Background: an optimization exercise with open tools, aiming at small area and a short achievable clock period. Do not read the settings as production practice. Function was checked by simulation only, so behaviour that the tests miss may differ from the original. No activity file was given, so power comes from the tool's default toggle rates.

Setup of run A:
Design gameControl, start of the top module:
module gameControl
(
    input  logic         clk,
    input  logic         rstReg,
    input  logic [1:0]   keyCode,
    input  logic         dropTick,
    output logic [6:0]   score,
    output logic [2:0]   nextBlock,
    output logic [199:0] objects,
    output logic         fail
);
clock: 14.0 ns
lec_check: 0
cap_margin: 20
core_margin: 2
core_utilization: 25
place_density: 0.5
slew_margin: 40
standard.sh (not shown) runs the stock make flow with config.mk's settings and CLKGATE_MAP_FILE= SYNTH_SCRIPT=/design/flow/synth_recipe.tcl, a recipe that flattens the netlist after the stock synthesis.
==> flow/flow/run.sh <==
#!/bin/bash
# Own flow: the standard layout (standard synthesis unchanged), with
# - port buffers of sky130_fd_sc_hd__buf_1 instead of the resizer's default pick,
# - timing repair aiming for extra setup slack (the clock period stays as given).
set -euo pipefail
bash standard.sh \
  "BUFFER_PORTS_ARGS=-buffer_cell sky130_fd_sc_hd__buf_1" \
  "SETUP_SLACK_MARGIN=9.2" \
  finish > standard_flow.log 2>&1
Input changes introduced in run B (baseline for comparison: run A):
==> flow/flow/run.sh <==
#!/bin/bash
# Own flow: the standard layout (standard synthesis unchanged), with
# - port buffers of sky130_fd_sc_hd__buf_2 instead of the resizer's default pick,
# - timing repair aiming for extra setup slack (the clock period stays as given).
set -euo pipefail
bash standard.sh \
  "BUFFER_PORTS_ARGS=-buffer_cell sky130_fd_sc_hd__buf_2" \
  "SETUP_SLACK_MARGIN=9.2" \
  finish > standard_flow.log 2>&1
[summary]
- The higher number of diodes of run A and run B is in run B.
- Total via count after detailed routing: run A vs run B, no meaningful difference
- Run A → run B: part of the power in the clock network moved up; sequential fraction of design power dropped 0.3 points; overall power consumption increased 1.1%; met2 demand-to-capacity share in global routing now smaller.
- Run B: depth of the worst register-to-register path is 1 lower than what run A reported.
- Compared with run A, run B shows a post-placement cell count that is 0.33% lower.
- Run B vs run A: critical path arrival down
- Run A reports its first element of the critical path as CA[8] while run B reports RB[18].
- The last element of the critical path comes out objects[168] in one run and objects[141] in the other, namely in run A and run B respectively.
- Sort run A and run B by overall track demand over capacity in global routing, ascending, and run B comes first.
- Final cell count: run A vs run B, no meaningful difference
Relative to run B, the following input files were edited for run C:
- changing PLACE_DENSITY from 0.5 to 0.55
- changing CORE_UTILIZATION from 25 to 30
==> comparison <==
Going from run B to run C, non-clock buffer count did not really move; placed wire-length estimate after detailed placement now sits lower.
Placed cell area, run B and run C: lower on run C
Relative to run B, the multi-input combinational area share of run C is higher by 0.72 points.
Floorplan die area: higher on run B
Final cell count went down by a few percent going from run B to run C.
The final reports for run C and run B show worst-case setup margin in the final layout lower in the former.
Changes observed in run C relative to run B: power down about 1.1%; sequential share of layout area flat.

========
Setup of v6:
gameControl, a different RTL version from the one above (not shown whole).
For scale: about 3,800 cells after synthesis, about 350 flip-flops, roughly 220 I/O pins, ~28,000 um2 of cells after synthesis.
Settings: LEC_CHECK=0, CAP_MARGIN=20, CORE_MARGIN=2, CORE_UTILIZATION=25, PLACE_DENSITY=0.5, SLEW_MARGIN=40; clock period 14.0 ns.
run.sh (not shown) runs the stock make flow with config.mk's settings and CLKGATE_MAP_FILE= SYNTH_SCRIPT=/design/flow/synth_recipe.tcl, a recipe that flattens the netlist after the stock synthesis.
Stock flow here: none of the scripts above is used.
v6: done, clean on timing, DRC and antenna
Input changes introduced in v7 (baseline for comparison: v6):
==> flow/flow/run.sh (new file) <==
#!/bin/bash
# Own flow: the standard layout (standard synthesis unchanged), with
# - port buffers of sky130_fd_sc_hd__buf_2 instead of the resizer's default pick,
# - timing repair aiming for extra setup slack (the clock period stays as given).
set -euo pipefail
bash standard.sh \
  "BUFFER_PORTS_ARGS=-buffer_cell sky130_fd_sc_hd__buf_2" \
  "SETUP_SLACK_MARGIN=9.2" \
  finish > standard_flow.log 2>&1
==> flow/standard.sh (new file) <==
#!/bin/bash
# synth_recipe.tcl (not shown) runs the flow's synth.tcl, then flattens the netlist and writes it again
# the make line also repeats each setting of config.mk as NAME=value (left out here)
make -C /OpenROAD-flow-scripts/flow DESIGN_CONFIG=/design/flow/config.mk WORK_HOME=/design/flow/orfs CLKGATE_MAP_FILE= SYNTH_SCRIPT=/design/flow/synth_recipe.tcl "${@:-finish}"
removed: flow/run.sh
Notes after the runs:
Between v7 and v6, cell depth of the worst flop-to-flop path is lower for v7, v6 comes in above that.
Placed standard-cell area of v7 falls short of that of v6 by a few percent.
Summary of the comparison: final critical delay including setup and external delays is lower in v7, relative to v6.
Critical path launch point = board[78]: v7; critical path launch point = CA[1]: v6
In the tables for v7 and v6, clock network fraction of design power reads higher with v7.
Comparing the two runs side by side, v7 comes out ahead of v6 on hold slack.
Number of nets in the layout: v7 > v6
On final cell count, v6 tracks v7 almost exactly.
The design area in v7 sits 460 um2 below the value recorded for v6.
Count of vias placed by the detailed router: v7 and v6 compared, lower one is v6
Delta (v7 minus v6): setup slack of the critical path after layout +1.18 ns, multi-input logic portion of the cell area +1.1 points.

[afterwards: timing with drivers on the ports]
No port has a modelled driver above. Below, the same layouts with a new extraction and two added sets of constraints.
Step 1: set_driving_cell puts a clkbuf_16 on clk and a buf_2 on each other input, an assumption about the parent block.
Step 2 adds t to the input delays and takes it off the output delays; t is the mean of the earliest and latest rising clock arrival at the registers after step 1. Input paths then give back, and output paths get back, about the clock's delay inside the block.
Slacks: ideal / step 1 / step 2; pairs: ideal / step 1.
run	shift t [ns]	setup WS [ns]	worst hold slack (ns)	clock arrival spread, ns
run A	0.690	9.081 / 9.006 / 8.660	0.470 / 0.470 / 0.470	0.038 / 0.038
run B	0.680	9.111 / 9.034 / 8.773	0.451 / 0.451 / 0.451	0.029 / 0.028
run C	0.694	8.994 / 8.994 / 8.656	0.452 / 0.452 / 0.452	0.017 / 0.016
v6	0.706	7.892 / 7.819 / 8.325	0.475 / 0.475 / 0.475	0.053 / 0.053
v7	0.730	9.075 / 8.995 / 8.726	0.495 / 0.495 / 0.495	0.061 / 0.060
After both steps every run listed still meets setup and hold. For run A, which loses most, drivers alone change the setup slack by -0.075 ns; drivers and shift together by -0.421 ns.
